This is an optimization exercise on Yosys and OpenROAD, whose aim is small area, a short achievable clock period and few clock cycles per item, not a production implementation.
In this exercise RTL edits were held to simulation tests only and were not proved equivalent to the original.
No activity file was given, so power comes from the tool's default toggle rates.

$ cat flow/run.sh
#!/bin/bash
# Standard layout, with plain buffers (instead of delay cells) on the ports
set -euo pipefail
bash standard.sh "BUFFER_PORTS_ARGS=-buffer_cell sky130_fd_sc_hd__buf_2" finish > standard.log 2>&1
$ cat standard.sh
#!/bin/bash
# synth_recipe.tcl (not shown) runs the flow's synth.tcl, then flattens the netlist and writes it again
# the make line also repeats each setting of config.mk as NAME=value (left out here)
make -C /OpenROAD-flow-scripts/flow DESIGN_CONFIG=/design/flow/config.mk WORK_HOME=/design/flow/orfs CLKGATE_MAP_FILE= SYNTH_SCRIPT=/design/flow/synth_recipe.tcl "${@:-finish}"
$ cat config.mk
export PLATFORM = sky130hd
export DESIGN_NAME = csr_index_generator
export DESIGN_NICKNAME = csr_index_generator
export VERILOG_FILES = /design/flow/design.v
export SDC_FILE = /design/flow/constraint.sdc
export NUM_CORES = 4
export LEC_CHECK = 0
export ABC_CLOCK_PERIOD_IN_PS = 3000
export CAP_MARGIN = 20
export CORE_MARGIN = 2
export CORE_UTILIZATION = 65
export CTS_BUF_LIST = sky130_fd_sc_hd__clkbuf_8
export SETUP_SLACK_MARGIN = 4.0
export SLEW_MARGIN = 20
$ cat constraint.sdc
create_clock -name core_clock -period 7.0 [get_ports {ap_clk}]
set_input_delay 1.4000 -clock core_clock [delete_from_list [all_inputs] [get_ports {ap_clk}]]
set_output_delay 1.4000 -clock core_clock [all_outputs]
set_load 0.01 [all_outputs]
$ cat design.v
package csr_index_pkg;
    parameter int INDEX_WIDTH   = 32;
    parameter int ADDRESS_WIDTH = 32;
    parameter int SHIFT_WIDTH   = 5;
    typedef logic [INDEX_WIDTH-1:0]   index_t;
    typedef logic [ADDRESS_WIDTH-1:0] address_t;
    typedef logic [SHIFT_WIDTH-1:0]   shift_t;
endpackage
`timescale 1ns/1ns
module csr_index_sequencer
(
    input  logic   ap_clk,
    input  logic   areset_generator,
    input  logic   config_valid,
    input  csr_index_pkg::index_t   config_index_start,
    input  csr_index_pkg::index_t   config_index_end,
    input  csr_index_pkg::index_t   config_stride,
    input  csr_index_pkg::address_t config_base_address,
    input  csr_index_pkg::shift_t   config_shift_amount,
    input  logic   config_shift_left,
    input  logic   stage_ready,
    output logic   idle,
    output logic   done,
    output logic   gen_valid,
    output csr_index_pkg::index_t   gen_index,
    output csr_index_pkg::address_t base_address,
    output csr_index_pkg::shift_t   rotate_amount,
    output logic   shift_left
);
    logic                  valid;
    logic                  done_reg;
    csr_index_pkg::index_t count;
    csr_index_pkg::index_t end_reg;
    csr_index_pkg::index_t stride_reg;
    logic                  accept;
    logic                  advance;
    logic                  start_more;
    logic                  step_more;
    assign accept  = config_valid && !valid;
    assign advance = valid && stage_ready;
    csr_index_pkg::index_t unused_start_total;
    logic                  start_borrow;
    csr_prefix_adder #(.WIDTH(csr_index_pkg::INDEX_WIDTH)) i_start_compare (
        .a         (config_index_start),
        .b         (~config_index_end),
        .carry_in  (1'b1),
        .sum       (unused_start_total),
        .carry_out (start_borrow)
    );
    assign start_more = !start_borrow;
    logic [csr_index_pkg::INDEX_WIDTH:0]   csa_a, csa_b, csa_c, csa_sum, csa_carry;
    logic [csr_index_pkg::INDEX_WIDTH:0]   unused_csa_total;
    logic                                  step_borrow;
    always_comb begin
        csa_a     = {1'b0, count};
        csa_b     = {1'b0, stride_reg};
        csa_c     = ~{1'b0, end_reg};
        csa_sum   = csa_a ^ csa_b ^ csa_c;
        csa_carry = (csa_a & csa_b) | (csa_a & csa_c) | (csa_b & csa_c);
    end
    csr_prefix_adder #(.WIDTH(csr_index_pkg::INDEX_WIDTH+1)) i_step_compare (
        .a         (csa_sum),
        .b         ({csa_carry[csr_index_pkg::INDEX_WIDTH-1:0], 1'b0}),
        .carry_in  (1'b1),
        .sum       (unused_csa_total),
        .carry_out (step_borrow)
    );
    assign step_more = !step_borrow;
    csr_index_pkg::index_t step_index;
    logic                  unused_carry;
    csr_prefix_adder #(.WIDTH(csr_index_pkg::INDEX_WIDTH)) i_count_adder (
        .a         (count),
        .b         (stride_reg),
        .carry_in  (1'b0),
        .sum       (step_index),
        .carry_out (unused_carry)
    );
    always_ff @(posedge ap_clk) begin
        if (areset_generator) begin
            valid    <= 1'b0;
            done_reg <= 1'b0;
        end else begin
            done_reg <= (accept && !start_more) || (advance && !step_more);
            if (accept) begin
                valid <= start_more;
            end else if (advance) begin
                valid <= step_more;
            end
        end
    end
    always_ff @(posedge ap_clk) begin
        if (accept) begin
            count <= config_index_start;
        end else if (advance) begin
            count <= step_index;
        end
    end
    always_ff @(posedge ap_clk) begin
        if (accept) begin
            end_reg      <= config_index_end;
            stride_reg   <= config_stride;
            base_address <= config_base_address;
            rotate_amount <= config_shift_left ? config_shift_amount
                                                : -config_shift_amount;
            shift_left   <= config_shift_left;
        end
    end
    assign idle      = !valid;
    assign done      = done_reg;
    assign gen_valid = valid;
    assign gen_index = count;
endmodule
`timescale 1ns/1ns
module csr_address_map
(
    input  logic     ap_clk,
    input  logic     stage_enable,
    input  csr_index_pkg::address_t base_address,
    input  csr_index_pkg::shift_t   rotate_amount,
    input  logic     shift_left,
    input  csr_index_pkg::index_t   gen_index,
    output csr_index_pkg::index_t   map_index,
    output csr_index_pkg::address_t map_address
);
    csr_index_pkg::address_t offset;
    csr_index_pkg::address_t offset_reg;
    csr_index_pkg::address_t base_reg;
    csr_index_pkg::address_t rotated;
    csr_index_pkg::address_t keep;
    always_comb begin
        rotated = gen_index;
        for (int k = 0; k < csr_index_pkg::SHIFT_WIDTH; k++) begin
            if (rotate_amount[k]) begin
                rotated = (rotated << (1 << k)) |
                          (rotated >> (csr_index_pkg::ADDRESS_WIDTH - (1 << k)));
            end
        end
        for (int i = 0; i < csr_index_pkg::ADDRESS_WIDTH; i++) begin
            if (shift_left) begin
                keep[i] = i >= rotate_amount;
            end else begin
                keep[i] = (rotate_amount == '0) || (i < rotate_amount);
            end
        end
        offset = rotated & keep;
    end
    always_ff @(posedge ap_clk) begin
        if (stage_enable) begin
            map_index  <= gen_index;
            offset_reg <= offset;
            base_reg   <= base_address;
        end
    end
    logic unused_carry;
    csr_prefix_adder #(.WIDTH(csr_index_pkg::ADDRESS_WIDTH)) i_address_adder (
        .a         (base_reg),
        .b         (offset_reg),
        .carry_in  (1'b0),
        .sum       (map_address),
        .carry_out (unused_carry)
    );
endmodule
module csr_prefix_adder
#(
    parameter int WIDTH = 32
) (
    input  logic [WIDTH-1:0] a,
    input  logic [WIDTH-1:0] b,
    input  logic             carry_in,
    output logic [WIDTH-1:0] sum,
    output logic             carry_out
);
    localparam int LEVELS = $clog2(WIDTH);
    logic [WIDTH-1:0] p;
    logic [WIDTH-1:0] g [LEVELS+1];
    logic [WIDTH-1:0] t [LEVELS+1];
    logic [WIDTH:0]   carry;
    always_comb begin
        p    = a ^ b;
        g[0] = a & b;
        t[0] = p;
        g[0][0] = (a[0] & b[0]) | (p[0] & carry_in);
        for (int l = 0; l < LEVELS; l++) begin
            for (int i = 0; i < WIDTH; i++) begin
                if (((i >> l) & 1) == 1) begin
                    g[l+1][i] = g[l][i] | (t[l][i] & g[l][((i >> l) << l) - 1]);
                    t[l+1][i] = t[l][i] & t[l][((i >> l) << l) - 1];
                end else begin
                    g[l+1][i] = g[l][i];
                    t[l+1][i] = t[l][i];
                end
            end
        end
        carry[0] = carry_in;
        for (int i = 0; i < WIDTH; i++) begin
            carry[i+1] = g[LEVELS][i];
        end
        sum       = p ^ carry[WIDTH-1:0];
        carry_out = carry[WIDTH];
    end
endmodule
`timescale 1ns/1ns
module request_fifo
(
    input  logic     ap_clk,
    input  logic     stage_enable,
    input  csr_index_pkg::index_t   push_index,
    input  csr_index_pkg::address_t push_address,
    output csr_index_pkg::index_t   request_index,
    output csr_index_pkg::address_t request_address
);
    always_ff @(posedge ap_clk) begin
        if (stage_enable) begin
            request_index   <= push_index;
            request_address <= push_address;
        end
    end
endmodule
`timescale 1ns/1ns
module csr_index_generator
(
    input  logic     ap_clk,
    input  logic     areset_generator,
    input  logic     config_valid,
    input  csr_index_pkg::index_t   config_index_start,
    input  csr_index_pkg::index_t   config_index_end,
    input  csr_index_pkg::index_t   config_stride,
    input  csr_index_pkg::address_t config_base_address,
    input  csr_index_pkg::shift_t   config_shift_amount,
    input  logic     config_shift_left,
    input  logic     request_ready,
    output logic     idle,
    output logic     done,
    output logic     request_valid,
    output csr_index_pkg::index_t   request_index,
    output csr_index_pkg::address_t request_address
);
    logic                    stage1_ready;
    logic                    stage2_ready;
    logic                    gen_valid;
    csr_index_pkg::index_t   gen_index;
    csr_index_pkg::address_t base_address;
    csr_index_pkg::shift_t   rotate_amount;
    logic                    shift_left;
    logic                    map_valid;
    csr_index_pkg::index_t   map_index;
    csr_index_pkg::address_t map_address;
    assign stage2_ready = !request_valid || request_ready;
    assign stage1_ready = !map_valid || stage2_ready;
    csr_index_sequencer i_csr_index_sequencer (
        .ap_clk              (ap_clk),
        .areset_generator    (areset_generator),
        .config_valid        (config_valid),
        .config_index_start  (config_index_start),
        .config_index_end    (config_index_end),
        .config_stride       (config_stride),
        .config_base_address (config_base_address),
        .config_shift_amount (config_shift_amount),
        .config_shift_left   (config_shift_left),
        .stage_ready         (stage1_ready),
        .idle                (idle),
        .done                (done),
        .gen_valid           (gen_valid),
        .gen_index           (gen_index),
        .base_address        (base_address),
        .rotate_amount       (rotate_amount),
        .shift_left          (shift_left)
    );
    always_ff @(posedge ap_clk) begin
        if (areset_generator) begin
            map_valid     <= 1'b0;
            request_valid <= 1'b0;
        end else begin
            if (stage1_ready) begin
                map_valid     <= gen_valid;
            end
            if (stage2_ready) begin
                request_valid <= map_valid;
            end
        end
    end
    csr_address_map i_csr_address_map (
        .ap_clk       (ap_clk),
        .stage_enable (stage1_ready),
        .base_address (base_address),
        .rotate_amount (rotate_amount),
        .shift_left   (shift_left),
        .gen_index    (gen_index),
        .map_index    (map_index),
        .map_address  (map_address)
    );
    request_fifo i_request_fifo (
        .ap_clk          (ap_clk),
        .stage_enable    (stage2_ready),
        .push_index      (map_index),
        .push_address    (map_address),
        .request_index   (request_index),
        .request_address (request_address)
    );
endmodule
==> summary.txt, run 1 <==
Job
  – Max_cap viols: 0

Worst hold path
  – Hold Crit Class: reg -> reg

Logic synthesis
  – Largest cells by area after synthesis: edfxtp_1 (53%), ha_1 (9.3%), fa_1 (5.0%)
  – Cell taking the most area after synthesis: edfxtp_1
  – Synth top area share: 0.5296
  – Synth cell types: 72
  – EDFF count, synth: 294
  – Post-synthesis cell count: 1,356
  – Post-Syn Area: 16,670 um2
  – Top_reg_cell synth: edfxtp_1
  – #FFs+latches synth: 298
  – Sequential cell area fraction in the yosys report: 0.5344
  – Mean Syn Cell Area: 12.29 um2
  – Async set-reset flop share out of synthesis: 0
  – Syn_nets: 1,660
  – Synth warn: 10

Global routing
  – Initial antenna violation count: 0
  – First-pass GRT wire length: 57,160 um
  – GR Overflow Total: 0
  – Vias in the first global route: 11,230
  – Gr usage total: 0.2755
  – Largest net degree at the start of global routing: 100

STA
  – Clock skew: 34.78 ps
  – RSZ-0062 raised after global routing: false
  – Tightest Pin Transition: 831.0 ps
  – Fmax: 346.0 MHz
  – Rel. slew slack: 0.4460
  – Final Hold Fails: 0
  – Post-layout min period: 2890 ps
  – Hold Slack: 409.0 ps
  – Post-Route Setup TNS: 0 ps
  – Final setup violation count: 0
  – Final Slew Violations: 0
  – Share of the clock period used by the worst path: 0.4129

Route
  – Met1 WL: 14,910 um
  – Met3 routed WL: 2269 um
  – Top sig layer: met4
  – Initial DRC count: 802
  – ANT nets after route: 0
  – Drt pass-1 iters: 5
  – Total Wirelength: 36,640 um
  – Drt wl/cell: 18.64 um
  – Met2 wire len: 17,870 um
  – Vias post-DR: 11,380
  – DR vias/cell: 5.793
  – DRC viols: 0

Finish
  – Layout area overhead: 14.26%
  – Share of layout cells above drive strength 1: 0.2190
  – Nets: 1,900
  – Commonest non-fill, non-tap cell in the layout: edfxtp_1
  – # diodes: 0
  – Final Non-Filler Cells: 1,965
  – Most frequent cells in the layout: edfxtp_1 (294), buf_2 (204), inv_1 (171)

Status
  – Status: finished clean

Clock tree
  – CTS tree: built
  – Clk sinks: 298
  – Hold_buf cts: 0
  – Htree depth: 2
  – Max clock buf depth: 3
  – Clk slew on worst S/H paths: 60 ps
  – CTS Root Cell: clkbuf_8
  – Skew-Pair Late Insertion Delay: 580 ps
  – TritonCTS Buffers: 49

Power and ir drop
  – VDD IR max: 0.1983 mV
  – Clock share of power: 0.211
  – Leakage: 8.445 nW
  – Combinational Power Share: 0.359
  – Psw: 2.213 mW
  – Flop pwr share: 0.430
  – Cell Pwr Density: 333.9 nW/um2
  – Net Sw Frac: 0.3479
  – Internal: 4.147 mW

Die
  – FP Rows: 58
  – DIE AREA: 26,940 um2
  – Core area: 25,180 um2
  – Die width: 164.1 um
  – I/O pins: 205
  – Initial core utilization: 0.6620
  – Die H: 164.1 um

Setup path
  – Worst EP arrival: 3300 ps
  – Crit Path Max Fanout: 7
  – Setup crit start kind: flop
  – Kind of critical path: reg -> reg
  – CP required: 7410 ps
  – Crit. End Element: flop

Place
  – GP Congestion: 0.8738
  – Inst Count DP: 1,857
  – Final HPWL DP: 26,630 um
  – Port Buffers: 204
## through the flow
stage	setup slack, ps	utilization	area, um2	power, mW
2_1_floorplan	4022	-	16710	4.250
3_3_place_gp	3632	0.7156	18020	4.871
3_5_place_dp	3581	0.7156	18020	4.961
4_1_cts	3991	0.7521	18940	6.339
5_1_grt	3968	0.7564	19050	6.782
6_report	4110	0.7564	19050	6.360
## final cells by class
| cell class | instances | area [um2] |
|---|---|---|
| inverters | 154 | 584.3 |
| repair buffers | 233 | 1239 |
| fillers | 1671 | 6135 |
| multi-input cells | 860 | 7049 |
| clock inverters | 41 | 178.9 |
| well taps | 330 | 412.9 |
| clock buffers | 49 | 674.4 |
| flip-flops and latches | 298 | 8909 |
## power by group through the flow
stage / Sequential, mW / Clock [mW] / Combinational, mW
after floorplan: 2.79 / 0 / 1.46
after global placement: 2.80 / 0 / 2.07
after detailed placement: 2.81 / 0 / 2.15
after CTS: 2.76 / 1.37 / 2.21
after global routing: 2.78 / 1.45 / 2.55
final: 2.74 / 1.34 / 2.28
## repair_timing
item | CTS | global route
gates cloned | 0 | 0
setup buffers | 8 | 10
resized for setup | 2 | 8
pin swaps | 1 | 6
setup endpoints to repair | 19 | 13
## synth_stat cells (3+ instances only)
| cell type | count |
|---|---|
| o32ai_1 | 8 |
| mux2i_1 | 22 |
| buf_2 | 9 |
| or3_1 | 3 |
| o21a_1 | 13 |
| nor2_1 | 78 |
| buf_1 | 6 |
| mux2_2 | 3 |
| nand3_1 | 8 |
| dfxtp_1 | 4 |
| xnor2_1 | 25 |
| edfxtp_1 | 294 |
| nor3_1 | 21 |
| a221oi_1 | 7 |
| buf_4 | 3 |
| mux4_2 | 32 |
| nor2b_1 | 4 |
| and2_1 | 11 |
| fa_1 | 42 |
| a31oi_1 | 8 |
| nand2b_1 | 6 |
| a21o_1 | 31 |
| o21ai_1 | 3 |
| clkbuf_1 | 24 |
| ha_1 | 124 |
| a21boi_0 | 3 |
| nand2_1 | 153 |
| o31ai_1 | 10 |
| and4_1 | 5 |
| and3_1 | 4 |
| nand4_1 | 13 |
| inv_1 | 153 |
| a21oi_1 | 74 |
| xor2_1 | 22 |
| o31a_1 | 3 |
| o211ai_1 | 5 |
| o22ai_1 | 13 |
| o21ai_0 | 59 |
| a211oi_1 | 7 |
## worst max-delay path, cell delays in order (launching register included)
cell      delay, ps
edfxtp_1        550
ha_1            460
a21o_1          250
a21o_1          210
a21o_1          180
a21o_1          180
a21oi_1         270
a31oi_1         200
o21a_1          230
o31ai_2         190
## layer usage
metal	up-vias	GRT usage
li1	5429	-
met3	96	0.04419
met2	408	0.4542
met1	5450	0.3635
met4	0	0.1220
met5	-	0
## worst paths after layout
| path | slack, ps | startpoint | cells past startpoint | to |
|---|---|---|---|---|
| min | 410 | i_csr_index_sequencer.base_address[18] | 0 | i_csr_address_map.base_reg[18] |
| max reg2reg | 4110 | i_csr_index_sequencer.count[25] | 9 | i_csr_index_sequencer.count[31] |
| max | 4110 | i_csr_index_sequencer.count[25] | 9 | i_csr_index_sequencer.count[31] |
| min reg2reg | 410 | i_csr_index_sequencer.base_address[18] | 0 | i_csr_address_map.base_reg[18] |
## logic make-up (layout without fill, tap and decap cells)
logic type / after synthesis / in the layout / share of synthesized area
XOR/XNOR: 47 / 47 / 0.02469
adder cells (fa/ha/maj): 166 / 166 / 0.1435
multiplexers: 57 / 57 / 0.05847
buffers and inverters: 198 / 477 / 0.04691
flip-flops: 298 / 298 / 0.5344
AO/OA/AOI/OAI: 272 / 272 / 0.1072
AND/OR/NAND/NOR: 318 / 318 / 0.08482
Testbench counts, summed over its fixed seeds: cycles 27,423, items 23,020.
==> run 2, diff against run 1 <==
--- a/config.mk
+++ b/config.mk
@@ -5,10 +5,9 @@
 export SDC_FILE = /design/flow/constraint.sdc
 export NUM_CORES = 4
 export LEC_CHECK = 0
-export ABC_CLOCK_PERIOD_IN_PS = 3000
 export CAP_MARGIN = 20
 export CORE_MARGIN = 2
 export CORE_UTILIZATION = 65
 export CTS_BUF_LIST = sky130_fd_sc_hd__clkbuf_8
-export SETUP_SLACK_MARGIN = 4.0
+export SETUP_SLACK_MARGIN = 4.15
 export SLEW_MARGIN = 20
==> summary.txt, run 2 <==
Logic synthesis
  – EDFF count, synth: 294 (unchanged)
  – Largest cells by area after synthesis: edfxtp_1 (53%), ha_1 (9.3%), fa_1 (5.0%) (unchanged)
  – Synth top cells by count: edfxtp_1 (294), inv_1 (153), nand2_1 (153) (unchanged)
  – Count leader, synth: edfxtp_1 (unchanged)
  – Post-synthesis cell count: 1,356 (unchanged)
  – Mean Syn Cell Area: 12.29 um2 (unchanged)
  – Synth top area share: 0.5296 (unchanged)
  – Sequential cell area fraction in the yosys report: 0.5344 (unchanged)
  – Synth cell types: 72 (unchanged)
  – Synth warn: 10 (unchanged)
  – #FFs+latches synth: 298 (unchanged)
  – Syn_nets: 1,660 (unchanged)
  – Post-Syn Area: 16,670 um2 (unchanged)
  – Cell taking the most area after synthesis: edfxtp_1 (unchanged)
  – Top_reg_cell synth: edfxtp_1 (unchanged)
  – Async set-reset flop share out of synthesis: 0 (unchanged)

Power and ir drop
  – Leakage: 8.471 nW (was 8.445 nW)
  – VDD IR max: 0.1833 mV (was 0.1983 mV)
  – Overall Power: 6.461 mW (was 6.360 mW)
  – Cell Pwr Density: 331.6 nW/um2 (was 333.9 nW/um2)

Clock tree
  – Hold_buf cts: 0 (unchanged)
  – Clk slew on worst S/H paths: 60 ps (about the same)
  – CTS Root Cell: clkbuf_8 (unchanged)
  – Skew-Pair Late Insertion Delay: 580 ps (about the same)
  – Clk sinks: 298 (unchanged)
  – Max clock buf depth: 3 (unchanged)
  – TritonCTS Buffers: 47 (was 49)
  – CTS tree: built (unchanged)
  – Htree depth: 2 (unchanged)

Place
  – Final HPWL DP: 26,950 um (was 26,630 um)
  – Port Buffers: 204 (unchanged)
  – GP Congestion: 0.9151 (was 0.8738)
  – DP Area: 18,160 um2 (was 18,020 um2)

Route
  – Drt wl/cell: 19.30 um (was 18.64 um)
  – ANT nets after route: 0 (unchanged)
  – DRC viols: 0 (unchanged)
  – DR vias/cell: 5.885 (was 5.793)
  – Vias post-DR: 11,590 (was 11,380)
  – Initial DRC count: 1,018 (was 802)
  – Drt pass-1 iters: 5 (unchanged)
  – Total Wirelength: 38,010 um (was 36,640 um)

Finish
  – # diodes: 0 (unchanged)
  – Total area of sequential cells: 8909 um2 (unchanged)
  – Most frequent cells in the layout: edfxtp_1 (294), buf_2 (199), inv_1 (151), nand2_1 (151), ha_1 (106) (was edfxtp_1 (294), buf_2 (204), inv_1 (171))
  – Commonest non-fill, non-tap cell in the layout: edfxtp_1 (unchanged)
  – Share of layout cells above drive strength 1: 0.2532 (was 0.2190)
  – # fillers: 1,634 (was 1,671)
  – Final core area utilization: 0.7738 (was 0.7564)
  – Layout area overhead: 16.90% (was 14.26%)
  – Finished Cell Area: 19,490 um2 (was 19,050 um2)
  – Nets: 1,911 (was 1,900)
  – Multi-input gate area in the final layout: 7382 um2 (was 7049 um2)

Global routing
  – Largest net degree at the start of global routing: 100 (unchanged)
  – Initial antenna violation count: 0 (unchanged)
  – GR Overflow Total: 0 (unchanged)
  – First-pass GRT wire length: 58,340 um (was 57,160 um)
  – Vias in the first global route: 11,540 (was 11,230)
  – Gr usage total: 0.2820 (was 0.2755)

STA
  – Final Hold Fails: 0 (unchanged)
  – Final Slew Violations: 0 (unchanged)
  – Final setup violation count: 0 (unchanged)
  – Post-layout min period: 2861 ps (was 2890 ps)
  – Clock skew: 36.80 ps (was 34.78 ps)
  – Share of the clock period used by the worst path: 0.4087 (was 0.4129)
  – Rel. slew slack: 0.4128 (was 0.4460)
  – Fmax: 349.5 MHz (was 346.0 MHz)
  – RSZ-0062 raised after global routing: true (was false)
  – Post-Route Setup TNS: 0 ps (unchanged)
  – Tightest Pin Transition: 880.9 ps (was 831.0 ps)

Status
  – Status: finished clean (unchanged)

Setup path
  – CP peak stage delay: 420 ps (was 550 ps)
  – Crit Path Max Fanout: 2 (was 7)
  – Minimum setup slack among reg-to-reg paths: 4160 ps (was 4110 ps)
  – Setup crit start kind: primary input (was flop)
  – CP most frequent cell: or3_4 (was a21o_1)
  – Worst EP arrival: 3300 ps (about the same)
  – Worst Setup SP: config_index_end[31] (was i_csr_index_sequencer.count[25])
  – Crit. End Element: flop (unchanged)
  – Slowest-stage cell, CP: or3_4 (was edfxtp_1)
  – Kind of critical path: in -> reg (was reg -> reg)
  – Worst R2R Start: i_csr_index_sequencer.stride_reg[0] (was i_csr_index_sequencer.count[25])
  – Crit-path cells: buf_2 > inv_2 > ha_4 > nand4_1 > or3_4 > or3_4 > nor2_4 > a31oi_4 > a31oi_1 > nor3_1 (was ha_1 > a21o_1 > a21o_1 > a21o_1 > a21o_1 > a21oi_1 > a31oi_1 > o21a_1 > o31ai_2)
  – CP required: 7440 ps (was 7410 ps)

Worst hold path
  – Hold Crit Class: reg -> reg (unchanged)
  – Min-delay src: i_csr_address_map.map_index[23] (was i_csr_index_sequencer.base_address[18])

Job
  – Max_cap viols: 0 (unchanged)

Die
  – Die width: 164.1 um (unchanged)
  – Die H: 164.1 um (unchanged)
  – Initial core utilization: 0.6620 (unchanged)
  – Core area: 25,180 um2 (unchanged)
  – FP Rows: 58 (unchanged)
  – I/O pins: 205 (unchanged)
  – DIE AREA: 26,940 um2 (unchanged)
==> run 2: report_power, final <==
| group | internal (mW) | leakage, nW | switching, mW | total, mW |
|---|---|---|---|---|
| clock | 0.633 | 0.459 | 0.659 | 1.29 |
| combinational | 1.06 | 4.96 | 1.39 | 2.45 |
| sequential | 2.50 | 3.06 | 0.213 | 2.72 |
| total | 4.20 | 8.47 | 2.26 | 6.46 |
==> run 2: area by class of cell <==
type / instances / share of cell area
Inverter: 154 / 0.03178
Clock buffer: 48 / 0.03390
Timing Repair Buffer: 246 / 0.07018
Multi-Input combinational cell: 860 / 0.3788
Sequential cell: 298 / 0.4572
Clock inverter: 33 / 0.006935
Tap cell: 330 / 0.02119
==> run 2: critical path, delay by kind of cell <==
kind | cells | cell delay (ps)
AND/OR/NAND/NOR | 5 | 1190
AO/OA/AOI/OAI | 2 | 310
adder cells (fa/ha/maj) | 1 | 250
buffers and inverters | 2 | 150
==> run 2: cells by family (layout without fill, tap and decap cells) <==
family / count (synthesis) / after routing / synth area share
mux: 57 / 57 / 0.05847
fa+ha+maj: 166 / 166 / 0.1435
xor+xnor: 47 / 47 / 0.02469
buf+inv: 198 / 481 / 0.04691
simple gates: 318 / 318 / 0.08482
compound gates: 272 / 272 / 0.1072
flops: 298 / 298 / 0.5344
==> run 2: repair_timing <==
action,in CTS,in global routing
pin swaps,12,28
setup endpoints to repair,28,15
resized for setup,18,44
cloned,0,0
setup buffers,24,7
==> run 2: per-stage QoR <==
stage,cells,hold slack (ps),setup WS (ps)
after floorplan,1356,400.3,4054
after global placement,1857,400.9,3370
after detailed placement,1857,404.5,3313
after CTS,1962,410.9,4152
after global routing,1969,416.3,4050
final,1969,411.0,4139
==> run 2: worst paths after layout <==
kind                                                         end  depth (start not counted)
worst min-delay path            i_request_fifo.request_index[23]                          0
worst max-delay path                 i_csr_index_sequencer.valid                         10
worst max register to register   i_csr_index_sequencer.count[22]                         10
worst min register to register  i_request_fifo.request_index[23]                          0
==> run 2: metal layers <==
metal | up-vias | routed length [um] | track usage
met1 | 5620 | 15020 | 0.3557
met3 | 93 | 2310 | 0.04167
li1 | 5452 | - | -
met2 | 423 | 19420 | 0.4943
met4 | 0 | 1253 | 0.1065
met5 | - | 0 | 0
==> run 3, diff against run 2 <==
--- a/config.mk
+++ b/config.mk
@@ -9,5 +9,5 @@
 export CORE_MARGIN = 2
 export CORE_UTILIZATION = 65
 export CTS_BUF_LIST = sky130_fd_sc_hd__clkbuf_8
-export SETUP_SLACK_MARGIN = 4.15
+export SETUP_SLACK_MARGIN = 3.8
 export SLEW_MARGIN = 20
==> summary.txt, run 3 <==
Global routing
  – Largest net degree at the start of global routing: 100 (unchanged)
  – Gr usage total: 0.2705 (was 0.2820)
  – Initial antenna violation count: 0 (unchanged)
  – GRT met2 Usage: 0.4583 (was 0.4943)
  – Met3 Use GR: 0.03737 (was 0.04167)
  – M1 GR Usage: 0.3592 (was 0.3557)
  – GR Overflow Total: 0 (unchanged)
  – First-pass GRT wire length: 56,120 um (was 58,340 um)
  – Vias in the first global route: 10,960 (was 11,540)
  – Gr busiest metal: met2 (unchanged)

Setup path
  – Minimum setup slack among reg-to-reg paths: 3950 ps (was 4160 ps)
  – Worst Setup SP: i_csr_index_sequencer.count[9] (was config_index_end[31])
  – Crit. End Element: flop (unchanged)
  – CP required: 7490 ps (was 7440 ps)
  – Reg2reg end: i_csr_index_sequencer.done_reg (was i_csr_index_sequencer.count[22])
  – Setup crit start kind: flop (was primary input)
  – Kind of critical path: reg -> reg (was in -> reg)
  – Worst R2R Start: i_csr_index_sequencer.count[9] (was i_csr_index_sequencer.stride_reg[0])
  – R2r worst-path depth: 12 (was 10)
  – Worst EP arrival: 3530 ps (was 3300 ps)
  – Crit Path Max Fanout: 7 (was 2)

STA
  – RSZ-0062 raised after global routing: false (was true)
  – Post-Route Setup TNS: 0 ps (unchanged)
  – Fmax: 328.3 MHz (was 349.5 MHz)
  – Tightest Pin Transition: 919.0 ps (was 880.9 ps)
  – Hold Slack: 402.2 ps (was 411.0 ps)
  – Post-layout min period: 3046 ps (was 2861 ps)
  – Final Slew Violations: 0 (unchanged)
  – Clock skew: 17.62 ps (was 36.80 ps)
  – Rel. slew slack: 0.3873 (was 0.4128)
  – Share of the clock period used by the worst path: 0.4351 (was 0.4087)
  – Final setup violation count: 0 (unchanged)
  – Final Hold Fails: 0 (unchanged)

Route
  – Total Wirelength: 36,220 um (was 38,010 um)
  – DRC viols: 0 (unchanged)
  – DR vias/cell: 5.759 (was 5.885)
  – Drt wl/cell: 18.52 um (was 19.30 um)
  – Initial DRC count: 898 (was 1,018)
  – ANT nets after route: 0 (unchanged)
  – Drt pass-1 iters: 8 (was 5)
  – Vias post-DR: 11,260 (was 11,590)

Die
  – Die width: 164.1 um (unchanged)
  – Core area: 25,180 um2 (unchanged)
  – FP Rows: 58 (unchanged)
  – Initial core utilization: 0.6620 (unchanged)
  – I/O pins: 205 (unchanged)
  – Die H: 164.1 um (unchanged)
  – DIE AREA: 26,940 um2 (unchanged)

Logic synthesis
  – Post-synthesis cell count: 1,356 (unchanged)
  – Sequential cell area fraction in the yosys report: 0.5344 (unchanged)
  – EDFF count, synth: 294 (unchanged)
  – #FFs+latches synth: 298 (unchanged)
  – Count leader, synth: edfxtp_1 (unchanged)
  – Synth top cells by count: edfxtp_1 (294), inv_1 (153), nand2_1 (153) (unchanged)
  – Post-Syn Area: 16,670 um2 (unchanged)
  – Top_reg_cell synth: edfxtp_1 (unchanged)
  – Async set-reset flop share out of synthesis: 0 (unchanged)
  – Largest cells by area after synthesis: edfxtp_1 (53%), ha_1 (9.3%), fa_1 (5.0%) (unchanged)
  – Mean Syn Cell Area: 12.29 um2 (unchanged)
  – Syn_nets: 1,660 (unchanged)
  – Synth cell types: 72 (unchanged)
  – Cell taking the most area after synthesis: edfxtp_1 (unchanged)
  – Synth top area share: 0.5296 (unchanged)
  – Synth warn: 10 (unchanged)

Worst hold path
  – Hold Path Sink: i_request_fifo.request_index[24] (was i_request_fifo.request_index[23])
  – Hold Crit Class: reg -> reg (unchanged)
  – Min-delay src: i_csr_address_map.map_index[24] (was i_csr_address_map.map_index[23])
  – Hold Path Stages: 0 (unchanged)

Finish
  – Total area of sequential cells: 8909 um2 (unchanged)
  – Nets: 1,890 (was 1,911)
  – Share of layout cells above drive strength 1: 0.2166 (was 0.2532)
  – # fillers: 1,679 (was 1,634)
  – Layout area overhead: 14.15% (was 16.90%)
  – Commonest non-fill, non-tap cell in the layout: edfxtp_1 (unchanged)
  – Most frequent cells in the layout: edfxtp_1 (294), buf_2 (204), inv_1 (164) (was edfxtp_1 (294), buf_2 (199), inv_1 (151), nand2_1 (151), ha_1 (106))
  – # diodes: 0 (unchanged)
  – Multi-input gate area in the final layout: 7008 um2 (was 7382 um2)

Power and ir drop
  – VDD IR max: 0.2241 mV (was 0.1833 mV)
  – Leakage: 8.426 nW (was 8.471 nW)
  – Cell Pwr Density: 339.1 nW/um2 (was 331.6 nW/um2)
  – Overall Power: 6.453 mW (was 6.461 mW)

Job
  – Max_cap viols: 0 (unchanged)

Clock tree
  – TritonCTS Buffers: 48 (was 47)
  – Max clock buf depth: 3 (unchanged)
  – Clk sinks: 298 (unchanged)
  – Clk slew on worst S/H paths: 60 ps (about the same)
  – CTS Root Cell: clkbuf_8 (unchanged)
  – Skew-Pair Late Insertion Delay: 560 ps (was 580 ps)
  – Htree depth: 2 (unchanged)
  – CTS tree: built (unchanged)

Place
  – GP Congestion: 0.9084 (was 0.9151)
  – Port Buffers: 204 (unchanged)
  – Final HPWL DP: 26,580 um (was 26,950 um)

Status
  – Status: finished clean (unchanged)
-- run 3: changes by cell type in the layout (fill, tap and decap cells not counted), sizes merged --
| cell | before | now |
|---|---|---|
| bufinv | 0 | 4 |
| clkinvlp | 2 | 1 |
| clkinv | 16 | 21 |
| buf | 246 | 224 |
-- run 3: logic make-up (layout without fill, tap and decap cells) --
logic type               count (synthesis)  count (layout)  synth area share
AO/OA/AOI/OAI                          272             272            0.1072
XOR/XNOR                                47              47           0.02469
adder cells (fa/ha/maj)                166             166            0.1435
buffers and inverters                  198             467           0.04691
flip-flops                             298             298            0.5344
multiplexers                            57              57           0.05847
AND/OR/NAND/NOR                        318             318           0.08482
-- run 3: metrics by stage --
stage	instance area, um2	util	setup slack [ps]	cells
global placement	18000	0.7149	3284	1857
CTS	18950	0.7526	3802	1946
detailed placement	18000	0.7149	3212	1857
finish	19030	0.7556	3954	1955
floorplan	16700	-	3814	1356
global route	19030	0.7556	3803	1955
-- run 3: repair_timing --
action / CTS / global route
setup endpoints to repair: 0 / 51
hold buffers: 0 / 0
gates resized for setup: 0 / 3
buffers inserted: 0 / 9
hold endpoints to repair: 0 / 0
-- run 3: power breakdown --
part	switching (mW)	internal, mW
combinational	1.24	0.960
clock	0.686	0.796
sequential	0.264	2.51
total	2.19	4.26
-- run 3: how the worst max path moves through the flow --
stage / to / depth (start not counted) / slack [ps]
2_1_floorplan: i_request_fifo.request_address[0] / 2 / 3810
3_3_place_gp: i_csr_index_sequencer.count[5] / 5 / 3280
3_5_place_dp: i_csr_index_sequencer.count[6] / 5 / 3210
4_1_cts: i_csr_index_sequencer.count[28] / 5 / 3800
5_1_grt: i_csr_index_sequencer.done_reg / 12 / 3800
6_report: i_csr_index_sequencer.done_reg / 12 / 3950
-- run 3: critical path, stage by stage (launching register included) --
cell and delay (ps):
edfxtp_1 520, inv_1 110, fa_1 540, inv_1 50
ha_1 300, nand4_1 110, a2111oi_0 380, o41ai_1 160
o211ai_1 190, a211oi_1 140, o21ai_1 260, nor2_1 80
a21oi_1 130
-- run 3: layer usage --
layer / part of all wire / vias to the layer above
met2: 0.50 / 419
li1: - / 5416
met3: 0.065 / 67
met5: 0 / -
met4: 0.030 / 0
met1: 0.41 / 5357
-- run 3: cell type report --
class | instances | area share
well taps | 330 | 0.02170
repair buffers | 224 | 0.06155
flip-flops and latches | 298 | 0.4682
clock buffers | 48 | 0.03472
multi-input cells | 860 | 0.3683
clock inverters | 41 | 0.01506
inverters | 154 | 0.03051
==> run 4, diff against run 3 <==
--- a/config.mk
+++ b/config.mk
@@ -9,5 +9,5 @@
 export CORE_MARGIN = 2
 export CORE_UTILIZATION = 65
 export CTS_BUF_LIST = sky130_fd_sc_hd__clkbuf_8
-export SETUP_SLACK_MARGIN = 3.8
+export SETUP_SLACK_MARGIN = 4.0
 export SLEW_MARGIN = 20
==> summary.txt, run 4 <==
Status
  – Status: finished clean (unchanged)

Route
  – DRC viols: 0 (unchanged)
  – Drt wl/cell: 18.64 um (was 18.52 um)
  – Vias post-DR: 11,380 (was 11,260)
  – Total Wirelength: 36,640 um (was 36,220 um)
  – ANT nets after route: 0 (unchanged)
  – DR vias/cell: 5.793 (was 5.759)
  – Initial DRC count: 802 (was 898)
  – Drt pass-1 iters: 5 (was 8)

Global routing
  – GR Overflow Total: 0 (unchanged)
  – Initial antenna violation count: 0 (unchanged)
  – Gr usage total: 0.2755 (was 0.2705)
  – Vias in the first global route: 11,230 (was 10,960)
  – First-pass GRT wire length: 57,160 um (was 56,120 um)
  – Largest net degree at the start of global routing: 100 (unchanged)

STA
  – Post-layout min period: 2890 ps (was 3046 ps)
  – RSZ-0062 raised after global routing: false (unchanged)
  – Clock skew: 34.78 ps (was 17.62 ps)
  – Final Slew Violations: 0 (unchanged)
  – Final Hold Fails: 0 (unchanged)
  – Final setup violation count: 0 (unchanged)
  – Fmax: 346.0 MHz (was 328.3 MHz)
  – Share of the clock period used by the worst path: 0.4129 (was 0.4351)
  – Post-Route Setup TNS: 0 ps (unchanged)
  – Tightest Pin Transition: 831.0 ps (was 919.0 ps)
  – Rel. slew slack: 0.4460 (was 0.3873)

Job
  – Max_cap viols: 0 (unchanged)

Worst hold path
  – Hold Crit Class: reg -> reg (unchanged)
  – Min-delay src: i_csr_index_sequencer.base_address[18] (was i_csr_address_map.map_index[24])

Place
  – Port Buffers: 204 (unchanged)
  – Final HPWL DP: 26,630 um (was 26,580 um)
  – GP Congestion: 0.8738 (was 0.9084)

Logic synthesis
  – Synth top area share: 0.5296 (unchanged)
  – #FFs+latches synth: 298 (unchanged)
  – Top_reg_cell synth: edfxtp_1 (unchanged)
  – Synth top cells by count: edfxtp_1 (294), inv_1 (153), nand2_1 (153) (unchanged)
  – Sequential cell area fraction in the yosys report: 0.5344 (unchanged)
  – EDFF count, synth: 294 (unchanged)
  – Post-synthesis cell count: 1,356 (unchanged)
  – Cell taking the most area after synthesis: edfxtp_1 (unchanged)
  – Async set-reset flop share out of synthesis: 0 (unchanged)
  – Mean Syn Cell Area: 12.29 um2 (unchanged)
  – Synth cell types: 72 (unchanged)
  – Count leader, synth: edfxtp_1 (unchanged)
  – Post-Syn Area: 16,670 um2 (unchanged)
  – Largest cells by area after synthesis: edfxtp_1 (53%), ha_1 (9.3%), fa_1 (5.0%) (unchanged)
  – Synth warn: 10 (unchanged)
  – Syn_nets: 1,660 (unchanged)

Power and ir drop
  – Leakage: 8.445 nW (was 8.426 nW)
  – Cell Pwr Density: 333.9 nW/um2 (was 339.1 nW/um2)
  – Overall Power: 6.360 mW (was 6.453 mW)
  – VDD IR max: 0.1983 mV (was 0.2241 mV)

Clock tree
  – Max clock buf depth: 3 (unchanged)
  – CTS tree: built (unchanged)
  – Hold_buf cts: 0 (unchanged)
  – Htree depth: 2 (unchanged)
  – TritonCTS Buffers: 49 (was 48)
  – CTS Root Cell: clkbuf_8 (unchanged)
  – Clk sinks: 298 (unchanged)
  – Clk slew on worst S/H paths: 60 ps (about the same)
  – Skew-Pair Late Insertion Delay: 580 ps (was 560 ps)

Die
  – DIE AREA: 26,940 um2 (unchanged)
  – Die width: 164.1 um (unchanged)
  – Core area: 25,180 um2 (unchanged)
  – I/O pins: 205 (unchanged)
  – Die H: 164.1 um (unchanged)
  – FP Rows: 58 (unchanged)
  – Initial core utilization: 0.6620 (unchanged)

Finish
  – Nets: 1,900 (was 1,890)
  – Most frequent cells in the layout: edfxtp_1 (294), buf_2 (204), inv_1 (171) (was edfxtp_1 (294), buf_2 (204), inv_1 (164))
  – Layout area overhead: 14.26% (was 14.15%)
  – Commonest non-fill, non-tap cell in the layout: edfxtp_1 (unchanged)
  – # diodes: 0 (unchanged)
  – Share of layout cells above drive strength 1: 0.2190 (was 0.2166)
  – # fillers: 1,671 (was 1,679)

Setup path
  – CP Buf/Inv Count: 0 (was 2)
  – Crit-path cells: ha_1 > a21o_1 > a21o_1 > a21o_1 > a21o_1 > a21oi_1 > a31oi_1 > o21a_1 > o31ai_2 (was inv_1 > fa_1 > inv_1 > ha_1 > nand4_1 > a2111oi_0 > o41ai_1 > o211ai_1 > a211oi_1 > o21ai_1 > nor2_1 > a21oi_1)
  – Worst EP arrival: 3300 ps (was 3530 ps)
  – CP most frequent cell: a21o_1 (was inv_1)
  – CP required: 7410 ps (was 7490 ps)
  – Kind of critical path: reg -> reg (unchanged)
  – Crit Path Max Fanout: 7 (unchanged)
  – Setup crit start kind: flop (unchanged)
  – Slowest-stage cell, CP: edfxtp_1 (was fa_1)
  – Delay-heaviest family, CP: compound AO/OA/AOI/OAI gates (unchanged)
  – Worst R2R Start: i_csr_index_sequencer.count[25] (was i_csr_index_sequencer.count[9])
  – Crit. End Element: flop (unchanged)
  – CP peak stage delay: 550 ps (was 540 ps)
  – Worst Setup SP: i_csr_index_sequencer.count[25] (was i_csr_index_sequencer.count[9])
[run 4: what timing repair did]
item	in CTS	in global routing
setup buffers	8	10
endpoints found under the setup margin	19	13
resized for setup	2	8
pin swaps	1	6
[run 4: layout make-up]
| cell class | instances | area [um2] | share of cell area |
|---|---|---|---|
| Clock buffer | 49 | 674.4 | 0.03541 |
| Clock inverter | 41 | 178.9 | 0.009394 |
| Inverter | 154 | 584.3 | 0.03068 |
| Multi-Input combinational cell | 860 | 7049 | 0.3701 |
| Sequential cell | 298 | 8909 | 0.4677 |
| Tap cell | 330 | 412.9 | 0.02168 |
| Timing Repair Buffer | 233 | 1239 | 0.06503 |
[run 4: worst paths after layout]
check	to	slack, ps	depth (start not counted)
min	i_csr_address_map.base_reg[18]	410	0
max	i_csr_index_sequencer.count[31]	4110	9
min reg2reg	i_csr_address_map.base_reg[18]	410	0
max reg2reg	i_csr_index_sequencer.count[31]	4110	9
[run 4: stage by stage]
| step | utilization | worst slack [ps] | hold slack (ps) | cells | instance area, um2 |
|---|---|---|---|---|---|
| 2_1_floorplan | - | 4022 | 400.3 | 1356 | 16710 |
| 3_3_place_gp | 0.7156 | 3632 | 400.8 | 1857 | 18020 |
| 3_5_place_dp | 0.7156 | 3581 | 404.5 | 1857 | 18020 |
| 4_1_cts | 0.7521 | 3991 | 410.0 | 1955 | 18940 |
| 5_1_grt | 0.7564 | 3968 | 412.9 | 1965 | 19050 |
| 6_report | 0.7564 | 4110 | 409.0 | 1965 | 19050 |
[run 4: cells by family (layout without fill, tap and decap cells)]
logic type / after synthesis / count (layout) / share of synthesized area
buffers and inverters: 198 / 477 / 0.04691
AND/OR/NAND/NOR: 318 / 318 / 0.08482
AO/OA/AOI/OAI: 272 / 272 / 0.1072
XOR/XNOR: 47 / 47 / 0.02469
flip-flops: 298 / 298 / 0.5344
adder cells (fa/ha/maj): 166 / 166 / 0.1435
multiplexers: 57 / 57 / 0.05847
[run 4: metal layers]
layer  global-route usage  routed length (um)  up-vias
met2               0.4542               17870      408
met4               0.1220                1583        0
met5                    0                   0        -
met3              0.04419                2269       96
li1                     -                   -     5429
met1               0.3635               14910     5450
[run 4: where the power goes]
group / internal (mW) / leakage [nW] / switching (mW)
combinational: 0.986 / 4.88 / 1.30
sequential: 2.50 / 3.06 / 0.232
clock: 0.657 / 0.511 / 0.685
total: 4.15 / 8.44 / 2.21
[run 4: worst register-to-register path, cell delays in order (launching register included)]
cell and delay, ps:
edfxtp_1 550, ha_1 460, a21o_1 250, a21o_1 210
a21o_1 180, a21o_1 180, a21oi_1 270, a31oi_1 200
o21a_1 230, o31ai_2 190
==> run 5, diff against run 4 <==
--- a/config.mk
+++ b/config.mk
@@ -9,5 +9,7 @@
 export CORE_MARGIN = 2
 export CORE_UTILIZATION = 65
 export CTS_BUF_LIST = sky130_fd_sc_hd__clkbuf_8
+export CTS_CLUSTER_DIAMETER = 60
+export CTS_CLUSTER_SIZE = 20
 export SETUP_SLACK_MARGIN = 4.0
 export SLEW_MARGIN = 20
==> summary.txt, run 5 <==
Status
  – Status: finished clean (unchanged)

Setup path
  – Slowest-stage cell, CP: edfxtp_1 (unchanged)
  – R2r worst-path depth: 9 (unchanged)
  – CP peak stage delay: 580 ps (was 550 ps)
  – CP Buf/Inv Count: 0 (unchanged)
  – Worst R2R Start: i_csr_index_sequencer.count[25] (unchanged)
  – Reg2reg end: i_csr_index_sequencer.count[31] (unchanged)
  – Delay-heaviest family, CP: compound AO/OA/AOI/OAI gates (unchanged)
  – Crit Path Max Fanout: 7 (unchanged)
  – Worst Setup EP: i_csr_index_sequencer.count[31] (unchanged)
  – Worst Setup SP: i_csr_index_sequencer.count[25] (unchanged)
  – Crit. End Element: flop (unchanged)
  – CP most frequent cell: a21o_1 (unchanged)
  – Crit-path cells: ha_1 > a21o_1 > a21o_1 > a21o_1 > a21o_1 > a21oi_1 > a31oi_2 > o21a_1 > o31ai_2 (was ha_1 > a21o_1 > a21o_1 > a21o_1 > a21o_1 > a21oi_1 > a31oi_1 > o21a_1 > o31ai_2)
  – Kind of critical path: reg -> reg (unchanged)
  – Worst EP arrival: 3310 ps (was 3300 ps)
  – Setup crit start kind: flop (unchanged)
  – WP depth: 9 (unchanged)
  – CP required: 7390 ps (was 7410 ps)
  – Minimum setup slack among reg-to-reg paths: 4080 ps (was 4110 ps)

Finish
  – # diodes: 0 (unchanged)
  – Layout area overhead: 12.24% (was 14.26%)
  – Share of layout cells above drive strength 1: 0.2140 (was 0.2190)
  – Multi-input gate area in the final layout: 7064 um2 (was 7049 um2)
  – # fillers: 1,717 (was 1,671)
  – Total area of sequential cells: 8909 um2 (unchanged)
  – Nets: 1,873 (was 1,900)
  – Most frequent cells in the layout: edfxtp_1 (294), buf_2 (204), inv_1 (153) (was edfxtp_1 (294), buf_2 (204), inv_1 (171))
  – Commonest non-fill, non-tap cell in the layout: edfxtp_1 (unchanged)

Place
  – Final HPWL DP: 26,630 um (unchanged)
  – GP Congestion: 0.8738 (unchanged)
  – Port Buffers: 204 (unchanged)

Global routing
  – Vias in the first global route: 10,910 (was 11,230)
  – First-pass GRT wire length: 56,260 um (was 57,160 um)
  – Initial antenna violation count: 0 (unchanged)
  – GR Overflow Total: 0 (unchanged)
  – Gr usage total: 0.2696 (was 0.2755)
  – Largest net degree at the start of global routing: 100 (unchanged)

Die
  – I/O pins: 205 (unchanged)
  – FP Rows: 58 (unchanged)
  – Core area: 25,180 um2 (unchanged)
  – DIE AREA: 26,940 um2 (unchanged)
  – Die H: 164.1 um (unchanged)
  – Initial core utilization: 0.6620 (unchanged)
  – Die width: 164.1 um (unchanged)

Logic synthesis
  – Mean Syn Cell Area: 12.29 um2 (unchanged)
  – Async set-reset flop share out of synthesis: 0 (unchanged)
  – Synth cell types: 72 (unchanged)
  – Synth top cells by count: edfxtp_1 (294), inv_1 (153), nand2_1 (153) (unchanged)
  – Cell taking the most area after synthesis: edfxtp_1 (unchanged)
  – Largest cells by area after synthesis: edfxtp_1 (53%), ha_1 (9.3%), fa_1 (5.0%) (unchanged)
  – #FFs+latches synth: 298 (unchanged)
  – Synth top area share: 0.5296 (unchanged)
  – Top_reg_cell synth: edfxtp_1 (unchanged)
  – Syn_nets: 1,660 (unchanged)
  – Post-Syn Area: 16,670 um2 (unchanged)
  – Synth warn: 10 (unchanged)
  – Count leader, synth: edfxtp_1 (unchanged)
  – Sequential cell area fraction in the yosys report: 0.5344 (unchanged)
  – Post-synthesis cell count: 1,356 (unchanged)
  – EDFF count, synth: 294 (unchanged)

STA
  – Final Slew Violations: 0 (unchanged)
  – Fmax: 342.1 MHz (was 346.0 MHz)
  – Rel. slew slack: 0.4347 (was 0.4460)
  – Post-Route Setup TNS: 0 ps (unchanged)
  – Final Hold Fails: 0 (unchanged)
  – Share of the clock period used by the worst path: 0.4176 (was 0.4129)
  – Final setup violation count: 0 (unchanged)
  – Tightest Pin Transition: 847.9 ps (was 831.0 ps)
  – RSZ-0062 raised after global routing: true (was false)
  – Post-layout min period: 2923 ps (was 2890 ps)
  – Clock skew: 37.78 ps (was 34.78 ps)

Job
  – Max_cap viols: 0 (unchanged)

Clock tree
  – CTS Root Cell: clkbuf_8 (unchanged)
  – Clk slew on worst S/H paths: 110 ps (was 60 ps)
  – CTS tree: built (unchanged)
  – Hold_buf cts: 0 (unchanged)
  – Max clock buf depth: 3 (unchanged)
  – Clk sinks: 298 (unchanged)
  – TritonCTS Buffers: 23 (was 49)
  – Htree depth: 1 (was 2)
  – Skew-Pair Late Insertion Delay: 590 ps (was 580 ps)

Route
  – Drt pass-1 iters: 8 (was 5)
  – ANT nets after route: 0 (unchanged)
  – Vias post-DR: 11,210 (was 11,380)
  – Drt wl/cell: 18.78 um (was 18.64 um)
  – Total Wirelength: 35,950 um (was 36,640 um)
  – DRC viols: 0 (unchanged)
  – DR vias/cell: 5.855 (was 5.793)
  – Initial DRC count: 879 (was 802)

Power and ir drop
  – Cell Pwr Density: 322.0 nW/um2 (was 333.9 nW/um2)
  – VDD IR max: 0.2065 mV (was 0.1983 mV)
  – Leakage: 8.187 nW (was 8.445 nW)
  – Overall Power: 6.025 mW (was 6.360 mW)

Worst hold path
  – Hold Path Stages: 0 (unchanged)
  – Hold Crit Class: reg -> reg (unchanged)
[run 5: layout make-up]
| type | instances | area share |
|---|---|---|
| Sequential cell | 298 | 0.4761 |
| Multi-Input combinational cell | 860 | 0.3776 |
| Timing Repair Buffer | 232 | 0.06600 |
| Inverter | 154 | 0.03123 |
| Tap cell | 330 | 0.02207 |
| Clock buffer | 23 | 0.01692 |
| Clock inverter | 17 | 0.01010 |
[run 5: what timing repair did]
item / CTS / global route
setup buffers: 10 / 7
endpoints found under the setup margin: 19 / 10
resized for setup: 5 / 8
pin swaps: 4 / 3
gates cloned: 0 / 0
[run 5: worst min path at each step]
stage | endpoint | startpoint | slack [ps]
CTS | i_request_fifo.request_index[30] | i_csr_address_map.map_index[30] | 410
global placement | i_csr_address_map.base_reg[1] | i_csr_index_sequencer.base_address[1] | 400
floorplan | i_csr_address_map.base_reg[0] | i_csr_index_sequencer.base_address[0] | 400
finish | i_request_fifo.request_index[30] | i_csr_address_map.map_index[30] | 410
global route | i_request_fifo.request_index[30] | i_csr_address_map.map_index[30] | 420
detailed placement | i_csr_address_map.base_reg[18] | i_csr_index_sequencer.base_address[18] | 400
[run 5: cells by family (layout without fill, tap and decap cells)]
kind of cell    after synthesis  in the layout  share of synthesized area
simple gates                318            318                    0.08482
flops                       298            298                     0.5344
compound gates              272            272                     0.1072
buf+inv                     198            426                    0.04691
fa+ha+maj                   166            166                     0.1435
mux                          57             57                    0.05847
xor+xnor                     47             47                    0.02469
[run 5: through the flow]
stage	utilization	cell area, um2	instances	setup WS, ps	hold slack (ps)
6_report	0.7430	18710	1914	4077	410.7
4_1_cts	0.7394	18620	1907	4000	408.3
3_5_place_dp	0.7156	18020	1857	3581	404.5
3_3_place_gp	0.7156	18020	1857	3632	400.8
5_1_grt	0.7430	18710	1914	4008	417.8
2_1_floorplan	-	16710	1356	4022	400.3
[run 5: routing by layer]
layer	up-vias	wire length [um]	track usage
met5	-	0	0
met1	5383	14750	0.3622
met4	0	1085	0.08413
li1	5357	-	-
met2	397	18000	0.4631
met3	69	2107	0.03131
[run 5: where the power goes]
part,internal [mW],switching [mW]
Sequential,2.50,0.232
Clock,0.411,0.604
Combinational,0.988,1.29
Total,3.90,2.13
==> run 6, diff against run 5 <==
--- a/config.mk
+++ b/config.mk
@@ -8,8 +8,8 @@
 export CAP_MARGIN = 20
 export CORE_MARGIN = 2
 export CORE_UTILIZATION = 65
-export CTS_BUF_LIST = sky130_fd_sc_hd__clkbuf_8
-export CTS_CLUSTER_DIAMETER = 60
-export CTS_CLUSTER_SIZE = 20
+export CTS_BUF_LIST = sky130_fd_sc_hd__clkbuf_16
+export CTS_CLUSTER_DIAMETER = 80
+export CTS_CLUSTER_SIZE = 30
 export SETUP_SLACK_MARGIN = 4.0
 export SLEW_MARGIN = 20
==> summary.txt, run 6 <==
Job
  – Max_cap viols: 0 (unchanged)

Logic synthesis
  – EDFF count, synth: 294 (unchanged)
  – #FFs+latches synth: 298 (unchanged)
  – Synth cell types: 72 (unchanged)
  – Post-synthesis cell count: 1,356 (unchanged)
  – Cell taking the most area after synthesis: edfxtp_1 (unchanged)
  – Synth top cells by count: edfxtp_1 (294), inv_1 (153), nand2_1 (153) (unchanged)
  – Count leader, synth: edfxtp_1 (unchanged)
  – Largest cells by area after synthesis: edfxtp_1 (53%), ha_1 (9.3%), fa_1 (5.0%) (unchanged)
  – Async set-reset flop share out of synthesis: 0 (unchanged)
  – Mean Syn Cell Area: 12.29 um2 (unchanged)
  – Syn_nets: 1,660 (unchanged)
  – Top_reg_cell synth: edfxtp_1 (unchanged)
  – Post-Syn Area: 16,670 um2 (unchanged)
  – Synth warn: 10 (unchanged)
  – Synth top area share: 0.5296 (unchanged)
  – Sequential cell area fraction in the yosys report: 0.5344 (unchanged)

Finish
  – Final Non-Filler Cells: 1,901 (was 1,914)
  – Nets: 1,870 (was 1,873)
  – Finished Cell Area: 18,730 um2 (was 18,710 um2)
  – # fillers: 1,676 (was 1,717)
  – Commonest non-fill, non-tap cell in the layout: edfxtp_1 (unchanged)
  – Most frequent cells in the layout: edfxtp_1 (294), buf_2 (204), nand2_1 (151) (was edfxtp_1 (294), buf_2 (204), inv_1 (153))
  – Layout area overhead: 12.38% (was 12.24%)
  – # diodes: 0 (unchanged)
  – Share of layout cells above drive strength 1: 0.2126 (was 0.2140)

Die
  – FP Rows: 58 (unchanged)
  – Die width: 164.1 um (unchanged)
  – Die H: 164.1 um (unchanged)
  – I/O pins: 205 (unchanged)
  – Core area: 25,180 um2 (unchanged)
  – DIE AREA: 26,940 um2 (unchanged)
  – Initial core utilization: 0.6620 (unchanged)

Worst hold path
  – Hold Path Sink: i_request_fifo.request_index[19] (was i_request_fifo.request_index[30])
  – Hold Crit Class: reg -> reg (unchanged)
  – Hold Path Stages: 0 (unchanged)
  – Min-delay src: i_csr_address_map.map_index[19] (was i_csr_address_map.map_index[30])

STA
  – Rel. slew slack: 0.4395 (was 0.4347)
  – Final setup violation count: 0 (unchanged)
  – Post-Route Setup TNS: 0 ps (unchanged)
  – Post-layout min period: 2862 ps (was 2923 ps)
  – Share of the clock period used by the worst path: 0.4089 (was 0.4176)
  – Final Slew Violations: 0 (unchanged)
  – Final Hold Fails: 0 (unchanged)
  – Fmax: 349.4 MHz (was 342.1 MHz)
  – Tightest Pin Transition: 840.8 ps (was 847.9 ps)
  – RSZ-0062 raised after global routing: true (unchanged)
  – Clock skew: 29.79 ps (was 37.78 ps)

Setup path
  – Kind of critical path: reg -> reg (unchanged)
  – Crit. End Element: flop (unchanged)
  – Reg2reg end: i_csr_index_sequencer.count[31] (unchanged)
  – CP required: 7270 ps (was 7390 ps)
  – Minimum setup slack among reg-to-reg paths: 4140 ps (was 4080 ps)
  – Crit Path Max Fanout: 7 (unchanged)
  – Worst R2R Start: i_csr_index_sequencer.count[25] (unchanged)
  – Setup crit start kind: flop (unchanged)
  – Worst EP arrival: 3130 ps (was 3310 ps)
  – R2r worst-path depth: 9 (unchanged)

Power and ir drop
  – VDD IR max: 0.2973 mV (was 0.2065 mV)
  – Leakage: 8.170 nW (was 8.187 nW)
  – Cell Pwr Density: 321.4 nW/um2 (was 322.0 nW/um2)

Clock tree
  – Max clock buf depth: 3 (unchanged)
  – TritonCTS Buffers: 15 (was 23)
  – Clk sinks: 298 (unchanged)
  – Htree depth: 1 (unchanged)
  – Skew-Pair Late Insertion Delay: 520 ps (was 590 ps)
  – Clk slew on worst S/H paths: 110 ps (about the same)
  – CTS Root Cell: clkbuf_16 (was clkbuf_8)
  – CTS tree: built (unchanged)

Route
  – Initial DRC count: 950 (was 879)
  – Drt pass-1 iters: 5 (was 8)
  – DRC viols: 0 (unchanged)
  – DR vias/cell: 5.867 (was 5.855)
  – Total Wirelength: 35,820 um (was 35,950 um)
  – ANT nets after route: 0 (unchanged)
  – Vias post-DR: 11,150 (was 11,210)
  – Drt wl/cell: 18.84 um (was 18.78 um)

Global routing
  – Largest net degree at the start of global routing: 100 (unchanged)
  – Initial antenna violation count: 0 (unchanged)
  – Vias in the first global route: 10,810 (was 10,910)
  – GR Overflow Total: 0 (unchanged)
  – Gr usage total: 0.2688 (was 0.2696)
  – First-pass GRT wire length: 56,150 um (was 56,260 um)

Place
  – DP Area: 18,020 um2 (unchanged)
  – Inst Count DP: 1,857 (unchanged)
  – Port Buffers: 204 (unchanged)
  – Final HPWL DP: 26,630 um (unchanged)
  – GP Congestion: 0.8738 (unchanged)

Status
  – Status: finished clean (unchanged)
-- run 6: cell counts after synthesis --
No cell type changed its count.
-- run 6: stage by stage --
step                      hold slack (ps)  utilization  total power [mW]  setup slack, ps
after detailed placement            404.5       0.7156             4.961             3581
final                               410.0       0.7440             6.021             4138
after CTS                           397.3       0.7361             5.963             3999
after global placement              400.8       0.7156             4.871             3632
after floorplan                     400.3            -             4.250             4022
after global routing                430.5       0.7440             6.415             3999
-- run 6: layout make-up --
class | instances | area (um2) | area share
Sequential cell | 298 | 8909 | 0.4755
Multi-Input combinational cell | 860 | 7101 | 0.3790
Timing Repair Buffer | 237 | 1276 | 0.06812
Inverter | 154 | 584.3 | 0.03119
Tap cell | 330 | 412.9 | 0.02204
Clock buffer | 15 | 375.4 | 0.02004
Clock inverter | 7 | 76.32 | 0.004074
-- run 6: layer usage --
layer / part of all wire / vias to the layer above / GRT usage
li1: - / 5330 / -
met1: 0.41 / 5388 / 0.3638
met2: 0.51 / 385 / 0.4677
met3: 0.061 / 51 / 0.02803
met4: 0.022 / 0 / 0.07018
met5: 0 / - / 0
-- run 6: cell families after synthesis --
group           synth area share
simple gates             0.08482
flops                     0.5344
compound gates            0.1072
buf+inv                  0.04691
fa+ha+maj                 0.1435
mux                      0.05847
xor+xnor                 0.02469
-- run 6: worst max-delay path by stage --
| stage | endpoint | start | depth (start not counted) | slack (ps) |
|---|---|---|---|---|
| after global routing | i_csr_index_sequencer.count[22] | i_csr_index_sequencer.count[13] | 10 | 4000 |
| final | i_csr_index_sequencer.count[31] | i_csr_index_sequencer.count[25] | 9 | 4140 |
| after floorplan | i_csr_index_sequencer.valid | config_index_end[30] | 9 | 4020 |
| after global placement | i_csr_index_sequencer.count[27] | config_valid | 6 | 3630 |
| after CTS | i_csr_index_sequencer.count[9] | i_csr_index_sequencer.count[0] | 9 | 4000 |
| after detailed placement | i_csr_index_sequencer.count[30] | config_valid | 6 | 3580 |
-- run 6: power by group --
part / switching, mW / internal, mW
Clock: 0.571 / 0.414
Combinational: 1.31 / 1.01
Sequential: 0.225 / 2.50
-- run 6: repair_timing --
action | in CTS | in global routing
endpoints found under the setup margin | 19 | 20
hold buffers | 0 | 0
resized for setup | 2 | 18
setup buffers | 8 | 14
pin swaps | 1 | 15
-- run 6: worst max-delay path, cell delays in order (launching register included) --
cell,delay [ps]
edfxtp_1,570
ha_1,460
a21o_1,250
a21o_1,220
a21o_1,180
a21o_1,180
a21oi_1,260
a31oi_1,190
nor3_1,230
o31ai_2,100
==> run 7, diff against run 6 <==
--- a/config.mk
+++ b/config.mk
@@ -7,7 +7,7 @@
 export LEC_CHECK = 0
 export CAP_MARGIN = 20
 export CORE_MARGIN = 2
-export CORE_UTILIZATION = 65
+export CORE_UTILIZATION = 70
 export CTS_BUF_LIST = sky130_fd_sc_hd__clkbuf_16
 export CTS_CLUSTER_DIAMETER = 80
 export CTS_CLUSTER_SIZE = 30
==> summary.txt, run 7 <==
Setup path
  – Crit Path Max Fanout: 3 (was 7)
  – Worst R2R Start: i_csr_index_sequencer.stride_reg[0] (was i_csr_index_sequencer.count[25])
  – Kind of critical path: reg -> reg (unchanged)
  – Worst EP arrival: 3190 ps (was 3130 ps)
  – CP required: 7230 ps (was 7270 ps)
  – Minimum setup slack among reg-to-reg paths: 4040 ps (was 4140 ps)
  – Setup crit start kind: flop (unchanged)
  – Reg2reg end: i_csr_index_sequencer.count[9] (was i_csr_index_sequencer.count[31])

Finish
  – Total area of sequential cells: 8909 um2 (unchanged)
  – Finished Cell Area: 18,550 um2 (was 18,730 um2)
  – Multi-input gate area in the final layout: 7048 um2 (was 7101 um2)
  – Layout area overhead: 11.26% (was 12.38%)

Route
  – Vias post-DR: 11,260 (was 11,150)
  – Initial DRC count: 930 (was 950)
  – Drt pass-1 iters: 6 (was 5)
  – ANT nets after route: 0 (unchanged)
  – DRC viols: 0 (unchanged)

Clock tree
  – Max clock buf depth: 3 (unchanged)
  – Clk slew on worst S/H paths: 110 ps (about the same)
  – Htree depth: 1 (unchanged)
  – TritonCTS Buffers: 14 (was 15)
  – Clk sinks: 298 (unchanged)

Logic synthesis
  – Post-Syn Area: 16,670 um2 (unchanged)
  – Synth top cells by count: edfxtp_1 (294), inv_1 (153), nand2_1 (153) (unchanged)
  – Largest cells by area after synthesis: edfxtp_1 (53%), ha_1 (9.3%), fa_1 (5.0%) (unchanged)
  – Synth top area share: 0.5296 (unchanged)
  – Async set-reset flop share out of synthesis: 0 (unchanged)
  – Cell taking the most area after synthesis: edfxtp_1 (unchanged)

STA
  – Rel. slew slack: 0.4202 (was 0.4395)
  – Final Slew Violations: 0 (unchanged)
  – Fmax: 338.4 MHz (was 349.4 MHz)
  – Tightest Pin Transition: 869.7 ps (was 840.8 ps)
  – RSZ-0062 raised after global routing: true (unchanged)

Global routing
  – Largest net degree at the start of global routing: 100 (unchanged)
  – First-pass GRT wire length: 56,070 um (was 56,150 um)

Status
  – Status: finished clean (unchanged)

Place
  – Final HPWL DP: 26,570 um (was 26,630 um)
  – GP Congestion: 0.9058 (was 0.8738)
  – Port Buffers: 204 (unchanged)
  – Inst Count DP: 1,846 (was 1,857)

Power and ir drop
  – Net Sw Frac: 0.3510 (was 0.3492)
  – Clock share of power: 0.158 (was 0.164)
  – Combinational Power Share: 0.381 (was 0.384)
  – Leakage: 8.104 nW (was 8.170 nW)
  – Psw: 2.094 mW (was 2.102 mW)

Worst hold path
  – Min-delay src: i_csr_index_sequencer.base_address[22] (was i_csr_address_map.map_index[19])
  – Hold Path Stages: 0 (unchanged)

Die
  – DIE AREA: 25,060 um2 (was 26,940 um2)
  – Core area: 23,400 um2 (was 25,180 um2)
-- run 7: cell types whose count changed in the layout (fill, tap and decap cells not counted), sizes merged --
cell / previous run / this run
inv: 157 / 156
buf: 237 / 226
clkinvlp: 3 / 1
clkinv: 1 / 2
-- run 7: cells by family (layout without fill, tap and decap cells) --
| kind of cell | Yosys count | count (layout) | synth area share |
|---|---|---|---|
| XOR/XNOR | 47 | 47 | 0.02469 |
| multiplexers | 57 | 57 | 0.05847 |
| AND/OR/NAND/NOR | 318 | 318 | 0.08482 |
| buffers and inverters | 198 | 400 | 0.04691 |
| adder cells (fa/ha/maj) | 166 | 166 | 0.1435 |
| flip-flops | 298 | 298 | 0.5344 |
| AO/OA/AOI/OAI | 272 | 272 | 0.1072 |
-- run 7: final cells by class --
cell class / count / area share
Timing Repair Buffer: 226 / 0.06416
Multi-Input combinational cell: 860 / 0.3800
Inverter: 154 / 0.03164
Clock inverter: 5 / 0.002091
Tap cell: 319 / 0.02152
Clock buffer: 15 / 0.02024
Sequential cell: 298 / 0.4803
-- run 7: metrics by stage --
step,setup slack [ps],hold WS [ps],util
after floorplan,4022,400.3,-
after global placement,3469,400.1,0.7694
after detailed placement,3359,404.5,0.7694
after CTS,3924,426.5,0.7892
after global routing,3908,432.0,0.7925
final,4045,420.5,0.7925
-- run 7: repair_timing --
action / CTS / global route
gates resized for setup: 5 / 9
setup endpoints to repair: 23 / 9
setup buffers: 5 / 6
-- run 7: power by group through the flow --
stage	Sequential [mW]	Clock, mW	Combinational [mW]
after floorplan	2.79	0	1.46
after global placement	2.80	0	2.06
after detailed placement	2.82	0	2.16
after CTS	2.76	0.951	2.21
after global routing	2.80	1.01	2.52
final	2.75	0.941	2.27
-- run 7: how the worst max path moves through the flow --
stage                                     endpoint  slack [ps]  cells after the start                                 from
finish              i_csr_index_sequencer.count[9]        4040                      9  i_csr_index_sequencer.stride_reg[0]
global route        i_csr_index_sequencer.done_reg        3910                     10       i_csr_index_sequencer.count[4]
CTS                 i_csr_index_sequencer.count[9]        3920                      9  i_csr_index_sequencer.stride_reg[0]
detailed placement  i_csr_index_sequencer.count[5]        3360                      6                         config_valid
global placement    i_csr_index_sequencer.count[9]        3470                      6                         config_valid
floorplan              i_csr_index_sequencer.valid        4020                      9                 config_index_end[30]
-- run 7: worst max-delay path, delay by kind of cell, from the launching register on --
family                   cells  cell delay (ps)
XOR/XNOR                     1              210
flip-flops                   1              430
AO/OA/AOI/OAI                5              910
adder cells (fa/ha/maj)      3             1130
-- run 7: layer usage --
metal / wire length [um] / share of wire / vias up / GRT usage
met1: 14550 / 0.40 / 5355 / 0.3888
met2: 17680 / 0.48 / 478 / 0.4861
met5: 0 / 0 / - / 0
met4: 1926 / 0.053 / 0 / 0.1459
met3: 2392 / 0.065 / 108 / 0.03892
li1: - / - / 5315 / -

==> separate check: timing with driven ports <==
The flow's constraints put no driver on any port. The routed layouts listed below were extracted and timed again, unchanged, in two steps. Step 1 sets driving cells, clkbuf_16 on the clock port and buf_2 on the other inputs (assumed; they add their load-dependent delay and slew). Step 2 also shifts input and output timing later by t, the mid clock arrival at the registers, as if the neighbouring blocks saw the same clock. a / b / c = no drivers / after step 1 / after step 2; a / b = the first two.
run | t, ns | setup WS [ns]
run 1 | 0.612 | 4.110 / 4.110 / 3.583
run 2 | 0.603 | 4.139 / 4.161 / 3.558
run 3 | 0.602 | 3.954 / 3.954 / 3.465
run 4 | 0.612 | 4.110 / 4.110 / 3.583
run 5 | 0.619 | 4.077 / 4.077 / 3.591
run 6 | 0.551 | 4.138 / 4.138 / 3.625
run 7 | 0.552 | 4.045 / 4.045 / 3.570
After both steps setup and hold are still met in every run listed.
